This is an optimization exercise on Yosys and OpenROAD, whose aim is small area, not a production implementation.
In this exercise RTL edits were held to simulation tests only and were not proved equivalent to the original.

==> job 1294: inputs <==
==> flow/design.v <==
`timescale 1ns / 1ps
package rbcr_pkg;
    localparam logic [2:0] MODE_ALLOC  = 3'd0;
    localparam logic [2:0] MODE_POP    = 3'd1;
    localparam logic [2:0] MODE_COMMIT = 3'd2;
    localparam logic [2:0] MODE_RETIRE = 3'd3;
    localparam logic [2:0] MODE_FLUSH  = 3'd4;
    localparam logic [2:0] MODE_QUERY  = 3'd5;
endpackage
`timescale 1ns / 1ps
module reorder_buffer_commit_retire_unit (
    input  wire          i_clk,
    input  wire          i_rst_n,
    input  wire          start,
    output wire          busy,
    input  wire [35:0]   i_cmd,
    output wire          o_done,
    output wire [101:0]  o_result,
    input  wire          i_cfg_we,
    input  wire [1:0]    i_cfg_index,
    input  wire [6:0]    i_cfg_data
);
    localparam [2:0] S_IDLE = 3'd0;
    localparam [2:0] S_W    = 3'd1;
    localparam [2:0] S_2    = 3'd2;
    localparam [2:0] S_3    = 3'd3;
    localparam [2:0] S_4    = 3'd4;
    localparam [2:0] S_FIN  = 3'd5;
    localparam [2:0] S_DONE = 3'd6;    
    localparam [2:0] S_CLR  = 3'd7;    
    wire [2:0] mode  = i_cmd[35:33];
    wire [5:0] slot  = i_cmd[32:27];
    wire       uopz  = (i_cmd[10:7] == 4'd0);
    wire [6:0] req   = i_cmd[6:0];
    wire m_alloc  = (mode == 3'd0);
    wire m_pop    = (mode == 3'd1);
    wire m_commit = (mode == 3'd2);
    wire m_retire = (mode == 3'd3);
    wire m_flush  = (mode == 3'd4);
    wire m_query  = (mode == 3'd5);
    reg  [5:0]  rot;
    reg  [63:0] mk;           
    reg  [63:0] uz;           
    reg  [31:0] ops, ins;     
    reg         c_ops, c_ins;
    reg  [5:0]  head, commit, tail;
    reg         cf, uf;       
    reg  [6:0]  cap;
    reg         roc, sim;
    reg  [2:0]  st;
    reg         fs, pz;       
    reg  [6:0]  cnt;
    reg  [1:0]  status;
    reg  [1:0]  kd;           
    reg         can;
    wire       k0     = (rot[4:0] == 5'd0);
    wire       k31    = (rot[4:0] == 5'd31);
    wire       eqS    = (rot == slot);
    wire       eqH    = (rot == head);
    wire       eqC    = (rot == commit);
    wire       eqT    = (rot == tail);
    wire [5:0] tail_m1 = tail - 6'd1;
    wire [5:0] unc_lo, com_lo;
    wire [6:0] ub, cb;        
    assign ub[0] = 1'b0;
    assign cb[0] = 1'b0;
    genvar gi;
    generate
        for (gi = 0; gi < 6; gi = gi + 1) begin : g_sub
            assign unc_lo[gi] = tail[gi] ^ commit[gi] ^ ub[gi];
            assign ub[gi+1]   = (~tail[gi] & commit[gi]) | (~(tail[gi] ^ commit[gi]) & ub[gi]);
            assign com_lo[gi] = commit[gi] ^ head[gi] ^ cb[gi];
            assign cb[gi+1]   = (~commit[gi] & head[gi]) | (~(commit[gi] ^ head[gi]) & cb[gi]);
        end
    endgenerate
    wire       unc_zero  = !uf && (unc_lo == 6'd0);
    wire       all_empty = unc_zero && !cf && (com_lo == 6'd0);
    wire       ready  = (st == S_FIN) && k31;
    wire       acc    = start && ready;
    assign busy   = !ready;
    assign o_done = (st == S_DONE);
    reg        mk_in, uz_in, inj;
    reg [2:0]  st_n;
    reg        head_ld, commit_ld, tail_ld, tail_dec, tail_slot;
    reg        cf_n, uf_n, fs_n, pz_n;
    reg [6:0]  cnt_n;
    reg [1:0]  status_n, kd_n;
    reg        can_n;
    reg        cnt_inc;
    always @* begin
        mk_in     = mk[0];
        uz_in     = uz[0];
        inj       = 1'b0;
        st_n      = st;
        head_ld   = 1'b0;
        commit_ld = 1'b0;
        tail_ld   = 1'b0;
        tail_dec  = 1'b0;
        tail_slot = 1'b0;
        cf_n      = cf;
        uf_n      = uf;
        fs_n      = fs;
        pz_n      = pz;
        status_n  = status;
        kd_n      = kd;
        can_n     = can;
        cnt_inc   = 1'b0;
        cnt_n     = cnt;
        if (m_retire && eqS && !fs && st != S_IDLE) begin
            fs_n = 1'b1;
            pz_n = uz[0];
            if (sim) mk_in = 1'b1;
        end
        case (st)
            S_IDLE, S_DONE: begin
                st_n = S_IDLE;
                if (start) begin
                    st_n     = S_W;
                    status_n = 2'd0;
                    kd_n     = m_flush ? 2'd2 : m_retire ? 2'd3 : 2'd0;
                    can_n    = m_query;
                    cnt_n    = m_query ? req : 7'd0;
                    fs_n     = 1'b0;
                end
            end
            S_W: begin
                if (m_alloc) begin
                    if (eqT) begin
                        if (eqH && !all_empty) begin
                            status_n = 2'd1;
                            st_n     = S_FIN;
                        end else begin
                            uz_in  = uopz;
                            kd_n   = 2'd1;
                            st_n   = S_2;
                        end
                    end
                end else if (m_pop) begin
                    if (unc_zero) begin
                        status_n = 2'd2;
                    end else begin
                        tail_dec = 1'b1;
                        uf_n     = 1'b0;
                    end
                    st_n = S_FIN;
                end else if (m_commit) begin
                    if (!sim) begin
                        st_n = S_FIN;
                    end else if (unc_zero) begin
                        status_n = 2'd2;
                        st_n     = S_FIN;
                    end else if (eqC) begin
                        mk_in    = 1'b0;
                        status_n = eqS ? 2'd0 : 2'd3;
                        uf_n     = 1'b0;
                        st_n     = S_2;
                    end
                end else if (m_retire) begin
                    if (!sim) begin
                        st_n = S_3;
                    end else if (eqH) begin
                        if ((cf || !eqC) && (mk[0] || eqS)) begin
                            cnt_inc = 1'b1;
                            st_n    = S_2;
                        end else begin
                            st_n = S_3;
                        end
                    end
                end else if (m_flush) begin
                    if (unc_zero) begin
                        st_n = S_FIN;
                    end else if (eqC) begin
                        if (eqS) begin
                            cnt_inc = 1'b1;
                            st_n    = S_3;
                        end else begin
                            st_n = S_2;
                        end
                    end
                end else if (m_query) begin
                    if (roc ? unc_zero : all_empty) begin
                        st_n = S_FIN;
                    end else if (roc ? eqC : eqH) begin
                        cnt_inc = 1'b1;
                        st_n    = S_2;
                    end
                end else begin
                    st_n = S_FIN;
                end
            end
            S_2: begin
                if (m_alloc) begin
                    tail_ld = 1'b1;
                    if (eqC) uf_n = 1'b1;
                    st_n = S_FIN;
                end else if (m_commit) begin
                    commit_ld = 1'b1;
                    if (eqH) cf_n = 1'b1;
                    st_n = S_FIN;
                end else if (m_retire) begin
                    if (!eqC && (mk[0] || eqS)) begin
                        cnt_inc = 1'b1;
                    end else begin
                        head_ld = 1'b1;
                        cf_n    = 1'b0;
                        st_n    = S_3;
                    end
                end else if (m_flush) begin
                    if (eqT) begin
                        st_n = S_FIN;
                    end else if (eqS) begin
                        cnt_inc = 1'b1;
                        st_n    = S_3;
                    end
                end else begin
                    if (eqT) begin
                        st_n = S_FIN;
                    end else begin
                        cnt_inc = 1'b1;
                    end
                end
            end
            S_3: begin
                if (m_retire) begin
                    if (fs_n) st_n = S_4;
                end else begin
                    if (eqT) begin
                        tail_slot = 1'b1;
                        uf_n      = 1'b0;
                        st_n      = S_FIN;
                    end else begin
                        cnt_inc = 1'b1;
                    end
                end
            end
            S_4: begin
                if (k0) begin
                    inj  = 1'b1;
                    st_n = S_FIN;
                end
            end
            S_FIN: begin
                if (m_query) can_n = can && (cnt <= cap);
                if (acc) st_n = S_DONE;
            end
            default: begin
                if (k31) st_n = S_IDLE;
            end
        endcase
        if (cnt_inc) begin
            cnt_n = cnt + 7'd1;
            if (cnt == 7'd127) can_n = 1'b0;
        end
    end
    wire clr     = (st == S_CLR);
    wire v_ops   = ops[0] & !clr;
    wire v_ins   = ins[0] & !clr;
    wire ci_ops  = k0 ? inj : c_ops;
    wire ci_ins  = k0 ? (inj & pz) : c_ins;
    always @(posedge i_clk) begin
        mk  <= {mk_in, mk[63:1]};
        uz  <= {uz_in, uz[63:1]};
        ops <= {v_ops ^ ci_ops, ops[31:1]};
        ins <= {v_ins ^ ci_ins, ins[31:1]};
        c_ops <= v_ops & ci_ops;
        c_ins <= v_ins & ci_ins;
        cnt    <= cnt_n;
        status <= status_n;
        kd     <= kd_n;
        can    <= can_n;
        fs     <= fs_n;
        pz     <= pz_n;
        if (!i_rst_n) begin
            rot    <= 6'd0;
            head   <= 6'd0;
            commit <= 6'd0;
            tail   <= 6'd0;
            cf     <= 1'b0;
            uf     <= 1'b0;
            cap    <= 7'd64;
            roc    <= 1'b0;
            sim    <= 1'b1;
            st     <= S_CLR;
        end else begin
            rot    <= rot + 6'd1;
            if (head_ld)   head   <= rot;
            if (commit_ld) commit <= rot;
            if (tail_ld)   tail   <= rot;
            if (tail_dec)  tail   <= tail_m1;
            if (tail_slot) tail   <= slot;
            cf     <= cf_n;
            uf     <= uf_n;
            if (i_cfg_we) begin
                case (i_cfg_index)
                    2'd0: cap <= i_cfg_data;
                    2'd1: roc <= i_cfg_data[0];
                    2'd2: sim <= i_cfg_data[0];
                    default: ;
                endcase
            end
            st     <= st_n;
        end
    end
    assign o_result[101:100] = status;
    assign o_result[99:94]   = (kd == 2'd1) ? tail_m1 : 6'd0;
    assign o_result[93]      = can;
    assign o_result[92:86]   = (kd == 2'd2) ? cnt : 7'd0;
    assign o_result[85:79]   = (kd == 2'd3) ? cnt : 7'd0;
    assign o_result[78:47]   = ops;
    assign o_result[46:15]   = ins;
    assign o_result[14:8]    = {uf, unc_lo};
    assign o_result[7:1]     = {cf, com_lo};
    assign o_result[0]       = all_empty;
endmodule
==> flow/flow/run.sh <==
#!/bin/bash
# Standard synthesis, then its combinational logic re-mapped for area (registers
# untouched), then the standard layout with the ports buffered by the smallest
# buffer and a leaner clock tree. Each tool's output goes to a log here.
set -euo pipefail
here=$(pwd)
export BUFFER_PORTS_ARGS="-buffer_cell sky130_fd_sc_hd__buf_1"
export CTS_ARGS="-sink_clustering_enable -repair_clock_nets -dont_use_dummy_load -buf_list sky130_fd_sc_hd__clkbuf_8 -sink_clustering_size 16 -sink_clustering_max_diameter 100"
bash standard.sh synth > synth.log 2>&1
export RES=$here/orfs/results/$FLOW_PLATFORM/reorder_buffer_commit_retire_unit/base
export ABC_SCRIPT=$here/flow/area.abc
YOSYS=$FLOW_HOME/../tools/install/yosys/bin/yosys
[[ -x $YOSYS ]] || YOSYS=yosys
cp $RES/1_2_yosys.v $RES/1_2_yosys.std.v
$YOSYS -c $here/flow/remap.tcl > remap.log 2>&1
rm -f $RES/1_synth.odb $RES/1_synth.sdc
bash standard.sh > standard.log 2>&1
==> flow/flow/area.abc <==
strash
&get -n
&st
&deepsyn -T 30
&nf -R 1000
&put
==> flow/flow/remap.tcl <==
# Re-map the combinational logic of the standard synthesis netlist for area.
# The registers are kept as they are: same cells, same instance names.
set lib $::env(FLOW_HOME)/platforms/sky130hd/lib/sky130_fd_sc_hd__tt_025C_1v80.lib
set res $::env(RES)
set dont_use {sky130_fd_sc_hd__probe_p_8 sky130_fd_sc_hd__probec_p_8 sky130_fd_sc_hd__lpflow_bleeder_1 sky130_fd_sc_hd__lpflow_clkbufkapwr_1 sky130_fd_sc_hd__lpflow_clkbufkapwr_16 sky130_fd_sc_hd__lpflow_clkbufkapwr_2 sky130_fd_sc_hd__lpflow_clkbufkapwr_4 sky130_fd_sc_hd__lpflow_clkbufkapwr_8 sky130_fd_sc_hd__lpflow_clkinvkapwr_1 sky130_fd_sc_hd__lpflow_clkinvkapwr_16 sky130_fd_sc_hd__lpflow_clkinvkapwr_2 sky130_fd_sc_hd__lpflow_clkinvkapwr_4 sky130_fd_sc_hd__lpflow_clkinvkapwr_8 sky130_fd_sc_hd__lpflow_decapkapwr_12 sky130_fd_sc_hd__lpflow_decapkapwr_3 sky130_fd_sc_hd__lpflow_decapkapwr_4 sky130_fd_sc_hd__lpflow_decapkapwr_6 sky130_fd_sc_hd__lpflow_decapkapwr_8 sky130_fd_sc_hd__lpflow_inputiso0n_1 sky130_fd_sc_hd__lpflow_inputiso0p_1 sky130_fd_sc_hd__lpflow_inputiso1n_1 sky130_fd_sc_hd__lpflow_inputiso1p_1 sky130_fd_sc_hd__lpflow_inputisolatch_1 sky130_fd_sc_hd__lpflow_isobufsrc_1 sky130_fd_sc_hd__lpflow_isobufsrc_16 sky130_fd_sc_hd__lpflow_isobufsrc_2 sky130_fd_sc_hd__lpflow_isobufsrc_4 sky130_fd_sc_hd__lpflow_isobufsrc_8 sky130_fd_sc_hd__lpflow_isobufsrckapwr_16 sky130_fd_sc_hd__lpflow_lsbuf_lh_hl_isowell_tap_1 sky130_fd_sc_hd__lpflow_lsbuf_lh_hl_isowell_tap_2 sky130_fd_sc_hd__lpflow_lsbuf_lh_hl_isowell_tap_4 sky130_fd_sc_hd__lpflow_lsbuf_lh_isowell_4 sky130_fd_sc_hd__lpflow_lsbuf_lh_isowell_tap_1 sky130_fd_sc_hd__lpflow_lsbuf_lh_isowell_tap_2 sky130_fd_sc_hd__lpflow_lsbuf_lh_isowell_tap_4 }
set du_args {}
foreach c $dont_use { lappend du_args -dont_use $c }
yosys read_liberty -ignore_miss_func $lib
yosys read_verilog $res/1_2_yosys.std.v
yosys hierarchy -top $::env(FLOW_TOP)
yosys setattr -mod -set keep_hierarchy 1 sky130_fd_sc_hd__*df* sky130_fd_sc_hd__*dl*
yosys flatten
yosys rename -hide w:*.*
yosys opt_clean -purge
yosys abc -liberty $lib {*}$du_args -script $::env(ABC_SCRIPT) -D 5000 $::env(FLOW_TOP)
yosys opt_clean -purge
yosys hilomap -singleton -hicell sky130_fd_sc_hd__conb_1 HI -locell sky130_fd_sc_hd__conb_1 LO $::env(FLOW_TOP)
yosys splitnets
yosys opt_clean -purge
yosys insbuf -buf sky130_fd_sc_hd__buf_1 A X
yosys opt_clean
yosys tee -o $res/remap_stat.txt stat
yosys select -module $::env(FLOW_TOP)
yosys write_verilog -noattr -nohex -nodec -selected $res/1_2_yosys.v
==> flow/standard.sh <==
#!/bin/bash
# synth_recipe.tcl (not shown) runs the flow's synth.tcl, then flattens the netlist and writes it again
# the make line also repeats each setting of config.mk as NAME=value (left out here)
make -C /OpenROAD-flow-scripts/flow DESIGN_CONFIG=/design/flow/config.mk WORK_HOME=/design/flow/orfs CLKGATE_MAP_FILE= SYNTH_SCRIPT=/design/flow/synth_recipe.tcl "${@:-finish}"
==> flow/config.mk <==
export PLATFORM = sky130hd
export DESIGN_NAME = reorder_buffer_commit_retire_unit
export DESIGN_NICKNAME = reorder_buffer_commit_retire_unit
export VERILOG_FILES = /design/flow/design.v
export SDC_FILE = /design/flow/constraint.sdc
export NUM_CORES = 4
export LEC_CHECK = 0
export CAP_MARGIN = 20
export CORE_MARGIN = 2
export CORE_UTILIZATION = 40
export SLEW_MARGIN = 20
==> flow/constraint.sdc <==
create_clock -name core_clock -period 5.0 [get_ports {i_clk}]
set_input_delay 1.0000 -clock core_clock [delete_from_list [all_inputs] [get_ports {i_clk}]]
set_output_delay 1.0000 -clock core_clock [all_outputs]
set_load 0.01 [all_outputs]
==> job 7300: changes against job 1294 <==
==> flow/design.v, changed modules only <==
module reorder_buffer_commit_retire_unit (
    input  wire          i_clk,
    input  wire          i_rst_n,
    input  wire          start,
    output wire          busy,
    input  wire [35:0]   i_cmd,
    output wire          o_done,
    output wire [101:0]  o_result,
    input  wire          i_cfg_we,
    input  wire [1:0]    i_cfg_index,
    input  wire [6:0]    i_cfg_data
);
    localparam [2:0] S_IDLE = 3'd0;
    localparam [2:0] S_W    = 3'd1;
    localparam [2:0] S_2    = 3'd2;
    localparam [2:0] S_3    = 3'd3;
    localparam [2:0] S_4    = 3'd4;
    localparam [2:0] S_FIN  = 3'd5;
    localparam [2:0] S_DONE = 3'd6;    
    localparam [2:0] S_CLR  = 3'd7;    
    wire [2:0] mode  = i_cmd[35:33];
    wire [5:0] slot  = i_cmd[32:27];
    wire       uopz  = (i_cmd[10:7] == 4'd0);
    wire [6:0] req   = i_cmd[6:0];
    wire m_alloc  = (mode == 3'd0);
    wire m_pop    = (mode == 3'd1);
    wire m_commit = (mode == 3'd2);
    wire m_retire = (mode == 3'd3);
    wire m_flush  = (mode == 3'd4);
    wire m_query  = (mode == 3'd5);
    reg  [5:0]  rot;
    reg  [63:0] mk;           
    reg  [63:0] uz;           
    reg  [31:0] ops, ins;     
    reg         c_ops, c_ins;
    reg  [5:0]  head, commit, tail;
    reg         cf, uf;       
    reg  [6:0]  cap;
    reg         roc, sim;
    reg  [2:0]  st;
    reg         fs, pz;       
    reg  [6:0]  cnt;
    reg  [2:0]  rk;
    wire       k0     = (rot[4:0] == 5'd0);
    wire       k31    = (rot[4:0] == 5'd31);
    wire       eqS    = (rot == slot);
    wire       eqH    = (rot == head);
    wire       eqC    = (rot == commit);
    wire       eqT    = (rot == tail);
    wire [5:0] unc_lo, com_lo;
    wire [6:0] ub, cb;        
    assign ub[0] = 1'b0;
    assign cb[0] = 1'b0;
    genvar gi;
    generate
        for (gi = 0; gi < 6; gi = gi + 1) begin : g_sub
            assign unc_lo[gi] = tail[gi] ^ commit[gi] ^ ub[gi];
            assign ub[gi+1]   = (~tail[gi] & commit[gi]) | (~(tail[gi] ^ commit[gi]) & ub[gi]);
            assign com_lo[gi] = commit[gi] ^ head[gi] ^ cb[gi];
            assign cb[gi+1]   = (~commit[gi] & head[gi]) | (~(commit[gi] ^ head[gi]) & cb[gi]);
        end
    endgenerate
    wire       unc_zero  = !uf && (unc_lo == 6'd0);
    wire       all_empty = unc_zero && !cf && (com_lo == 6'd0);
    wire       ready  = (st == S_FIN) && k31;
    wire       acc    = start && ready;
    assign busy   = !ready;
    assign o_done = (st == S_DONE);
    reg        mk_in, uz_in, inj;
    reg [2:0]  st_n;
    reg        head_ld, commit_ld, tail_ld;
    reg        cf_n, uf_n, fs_n, pz_n;
    reg [6:0]  cnt_n;
    reg [2:0]  rk_n;
    reg        cnt_inc, cnt_ld;
    always @* begin
        mk_in     = mk[0];
        uz_in     = uz[0];
        inj       = 1'b0;
        st_n      = st;
        head_ld   = 1'b0;
        commit_ld = 1'b0;
        tail_ld   = 1'b0;
        cf_n      = cf;
        uf_n      = uf;
        fs_n      = fs;
        pz_n      = pz;
        rk_n      = rk;
        cnt_inc   = 1'b0;
        cnt_ld    = 1'b0;
        cnt_n     = cnt;
        if (m_retire && eqS && !fs && st != S_IDLE) begin
            fs_n = 1'b1;
            pz_n = uz[0];
            if (sim) mk_in = 1'b1;
        end
        case (st)
            S_IDLE, S_DONE: begin
                st_n = S_IDLE;
                if (start) begin
                    st_n     = S_W;
                    rk_n     = m_flush ? 3'd5 : m_retire ? 3'd6 : m_query ? 3'd7 : 3'd0;
                    cnt_n    = m_query ? req : 7'd0;
                    fs_n     = 1'b0;
                end
            end
            S_W: begin
                if (m_alloc) begin
                    if (eqT) begin
                        if (eqH && !all_empty) begin
                            rk_n = 3'd1;
                            st_n     = S_FIN;
                        end else begin
                            uz_in  = uopz;
                            rk_n   = 3'd4;
                            cnt_ld = 1'b1;
                            st_n   = S_2;
                        end
                    end
                end else if (m_pop) begin
                    if (unc_zero) begin
                        rk_n = 3'd2;
                        st_n = S_FIN;
                    end else if (eqT) begin
                        cnt_inc = 1'b1;
                        st_n    = S_2;
                    end
                end else if (m_commit) begin
                    if (!sim) begin
                        st_n = S_FIN;
                    end else if (unc_zero) begin
                        rk_n = 3'd2;
                        st_n     = S_FIN;
                    end else if (eqC) begin
                        mk_in    = 1'b0;
                        rk_n = eqS ? 3'd0 : 3'd3;
                        uf_n     = 1'b0;
                        st_n     = S_2;
                    end
                end else if (m_retire) begin
                    if (!sim) begin
                        st_n = S_3;
                    end else if (eqH) begin
                        if ((cf || !eqC) && (mk[0] || eqS)) begin
                            cnt_inc = 1'b1;
                            st_n    = S_2;
                        end else begin
                            st_n = S_3;
                        end
                    end
                end else if (m_flush) begin
                    if (unc_zero) begin
                        st_n = S_FIN;
                    end else if (eqC) begin
                        if (eqS) begin
                            cnt_inc = 1'b1;
                            st_n    = S_3;
                        end else begin
                            st_n = S_2;
                        end
                    end
                end else if (m_query) begin
                    if (roc ? unc_zero : all_empty) begin
                        st_n = S_FIN;
                    end else if (roc ? eqC : eqH) begin
                        cnt_inc = 1'b1;
                        st_n    = S_2;
                    end
                end else begin
                    st_n = S_FIN;
                end
            end
            S_2: begin
                if (m_alloc) begin
                    tail_ld = 1'b1;
                    if (eqC) uf_n = 1'b1;
                    st_n = S_FIN;
                end else if (m_pop) begin
                    if (cnt[5:0] == 6'd63) begin
                        tail_ld = 1'b1;
                        uf_n    = 1'b0;
                        st_n    = S_FIN;
                    end else begin
                        cnt_inc = 1'b1;
                    end
                end else if (m_commit) begin
                    commit_ld = 1'b1;
                    if (eqH) cf_n = 1'b1;
                    st_n = S_FIN;
                end else if (m_retire) begin
                    if (!eqC && (mk[0] || eqS)) begin
                        cnt_inc = 1'b1;
                    end else begin
                        head_ld = 1'b1;
                        cf_n    = 1'b0;
                        st_n    = S_3;
                    end
                end else if (m_flush) begin
                    if (eqT) begin
                        st_n = S_FIN;
                    end else if (eqS) begin
                        cnt_inc = 1'b1;
                        st_n    = S_3;
                    end
                end else begin
                    if (eqT) begin
                        st_n = S_FIN;
                    end else begin
                        cnt_inc = 1'b1;
                    end
                end
            end
            S_3: begin
                if (m_retire) begin
                    if (fs_n) st_n = S_4;
                end else begin
                    if (eqT) begin
                        uf_n = 1'b0;
                        st_n = S_4;
                    end else begin
                        cnt_inc = 1'b1;
                    end
                end
            end
            S_4: begin
                if (m_flush) begin
                    if (eqS) begin
                        tail_ld = 1'b1;
                        st_n    = S_FIN;
                    end
                end else if (k0) begin
                    inj  = 1'b1;
                    st_n = S_FIN;
                end
            end
            S_FIN: begin
                if (m_query && !(cnt <= cap)) rk_n = 3'd0;
                if (acc) st_n = S_DONE;
            end
            default: begin
                if (k31) st_n = S_IDLE;
            end
        endcase
        if (cnt_ld) cnt_n = {1'b0, rot};
        if (cnt_inc) begin
            cnt_n = cnt + 7'd1;
            if (m_query && cnt == 7'd127) rk_n = 3'd0;
        end
    end
    wire clr     = (st == S_CLR);
    wire v_ops   = ops[0] & !clr;
    wire v_ins   = ins[0] & !clr;
    wire ci_ops  = k0 ? inj : c_ops;
    wire ci_ins  = k0 ? (inj & pz) : c_ins;
    always @(posedge i_clk) begin
        mk  <= {mk_in, mk[63:1]};
        uz  <= {uz_in, uz[63:1]};
        ops <= {v_ops ^ ci_ops, ops[31:1]};
        ins <= {v_ins ^ ci_ins, ins[31:1]};
        c_ops <= v_ops & ci_ops;
        c_ins <= v_ins & ci_ins;
        cnt    <= cnt_n;
        rk     <= rk_n;
        fs     <= fs_n;
        pz     <= pz_n;
        if (!i_rst_n) begin
            rot    <= 6'd0;
            head   <= 6'd0;
            commit <= 6'd0;
            tail   <= 6'd0;
            cf     <= 1'b0;
            uf     <= 1'b0;
            cap    <= 7'd64;
            roc    <= 1'b0;
            sim    <= 1'b1;
            st     <= S_CLR;
        end else begin
            rot    <= rot + 6'd1;
            if (head_ld)   head   <= rot;
            if (commit_ld) commit <= rot;
            if (tail_ld)   tail   <= rot;
            cf     <= cf_n;
            uf     <= uf_n;
            if (i_cfg_we) begin
                case (i_cfg_index)
                    2'd0: cap <= i_cfg_data;
                    2'd1: roc <= i_cfg_data[0];
                    2'd2: sim <= i_cfg_data[0];
                    default: ;
                endcase
            end
            st     <= st_n;
        end
    end
    assign o_result[101:100] = rk[2] ? 2'd0 : rk[1:0];
    assign o_result[99:94]   = (rk == 3'd4) ? cnt[5:0] : 6'd0;
    assign o_result[93]      = (rk == 3'd7);
    assign o_result[92:86]   = (rk == 3'd5) ? cnt : 7'd0;
    assign o_result[85:79]   = (rk == 3'd6) ? cnt : 7'd0;
    assign o_result[78:47]   = ops;
    assign o_result[46:15]   = ins;
    assign o_result[14:8]    = {uf, unc_lo};
    assign o_result[7:1]     = {cf, com_lo};
    assign o_result[0]       = all_empty;
endmodule
--- a/flow/flow/run.sh
+++ b/flow/flow/run.sh
@@ -5,7 +5,7 @@
 set -euo pipefail
 here=$(pwd)
 export BUFFER_PORTS_ARGS="-buffer_cell sky130_fd_sc_hd__buf_1"
-export CTS_ARGS="-sink_clustering_enable -repair_clock_nets -dont_use_dummy_load -buf_list sky130_fd_sc_hd__clkbuf_8 -sink_clustering_size 16 -sink_clustering_max_diameter 100"
+export CTS_ARGS="-sink_clustering_enable -repair_clock_nets -dont_use_dummy_load -buf_list sky130_fd_sc_hd__clkbuf_8 -sink_clustering_size 20 -sink_clustering_max_diameter 60"
 bash standard.sh synth > synth.log 2>&1
 export RES=$here/orfs/results/$FLOW_PLATFORM/reorder_buffer_commit_retire_unit/base
 export ABC_SCRIPT=$here/flow/area.abc
==> flow/flow/area.abc (replaced) <==
strash
&get -n
&st
&deepsyn -T 60
&put
dch -f
amap
CORE_UTILIZATION = 65   (was 40)
PLACE_DENSITY = 0.75   (was unset)
==> impl_metrics.json <==
{
  "status": "no timing/DRC/antenna violations",
  "powerSeq_uw": 2140,
  "wl_met2_mm": 7.05,
  "grt_pass1_vias": 4982,
  "inv_count": 31,
  "final_cells": 998,
  "path_buf_inv": 1,
  "grtUsageMet2_pct": 25.7,
  "crit_path_end": "st[0]",
  "max_stage_delay_ns": 0.62,
  "mostFrequentLayoutCells": "dfxtp_1 (234), buf_1 (136), nand2_1 (48), nor2_1 (39), clkinv_1 (31)",
  "clockPowerShare_pct": 26.2
}
# the run above: job 1294

==> impl_metrics.json <==
{
  "crit_path_end": "cnt[4]",
  "final_cells": 913,
  "drt-met1-wl_mm": 6.84,
  "mostFrequentLayoutCells": "dfxtp_1 (236), buf_1 (136), clkinv_1 (67), nor2_1 (65), o21ai_0 (43)",
  "grtUsageMet2_pct": 47.2,
  "max_stage_delay_ns": 0.43,
  "status": "no timing/DRC/antenna violations",
  "rows": 37,
  "grt_pass1_vias": 4925,
  "powerSeq_uw": 2060,
  "inv_count": 67,
  "clockPowerShare_pct": 26.3,
  "io_pins": 153,
  "path_buf_inv": 3
}
# the run above: job 7300

what the ideal ports hide:
The results above use ideal ports. As a check the final layouts listed here were re-extracted and re-timed, cells and wires unchanged. Step 1 (the two cells are an assumption about what drives the block):
set clk [get_ports {i_clk}]
set_driving_cell -lib_cell sky130_fd_sc_hd__clkbuf_16 $clk
set_driving_cell -lib_cell sky130_fd_sc_hd__buf_2 [delete_from_list [all_inputs] $clk]
Step 2 moves the port delays by t, midway between the first and last clock arrival at a register: inputs arrive t later, outputs are due t later. That takes back most of the time a late clock gives input paths. a / b / c = ideal ports / drivers / drivers and shift; a / b = the first two.
run | t (ns) | slack for setup (ns) | slew at the worst register clock pin (ns)
job 1294 | 0.511 | 0.656 / 0.656 / 0.656 | 0.11 / 0.11
job 7300 | 0.526 | 0.470 / 0.470 / 0.400 | 0.12 / 0.12
After both steps setup and hold are still met in every run listed. The setup slack of job 7300, which loses most, moves by 0.000 ns with the drivers and by -0.070 ns with both steps.
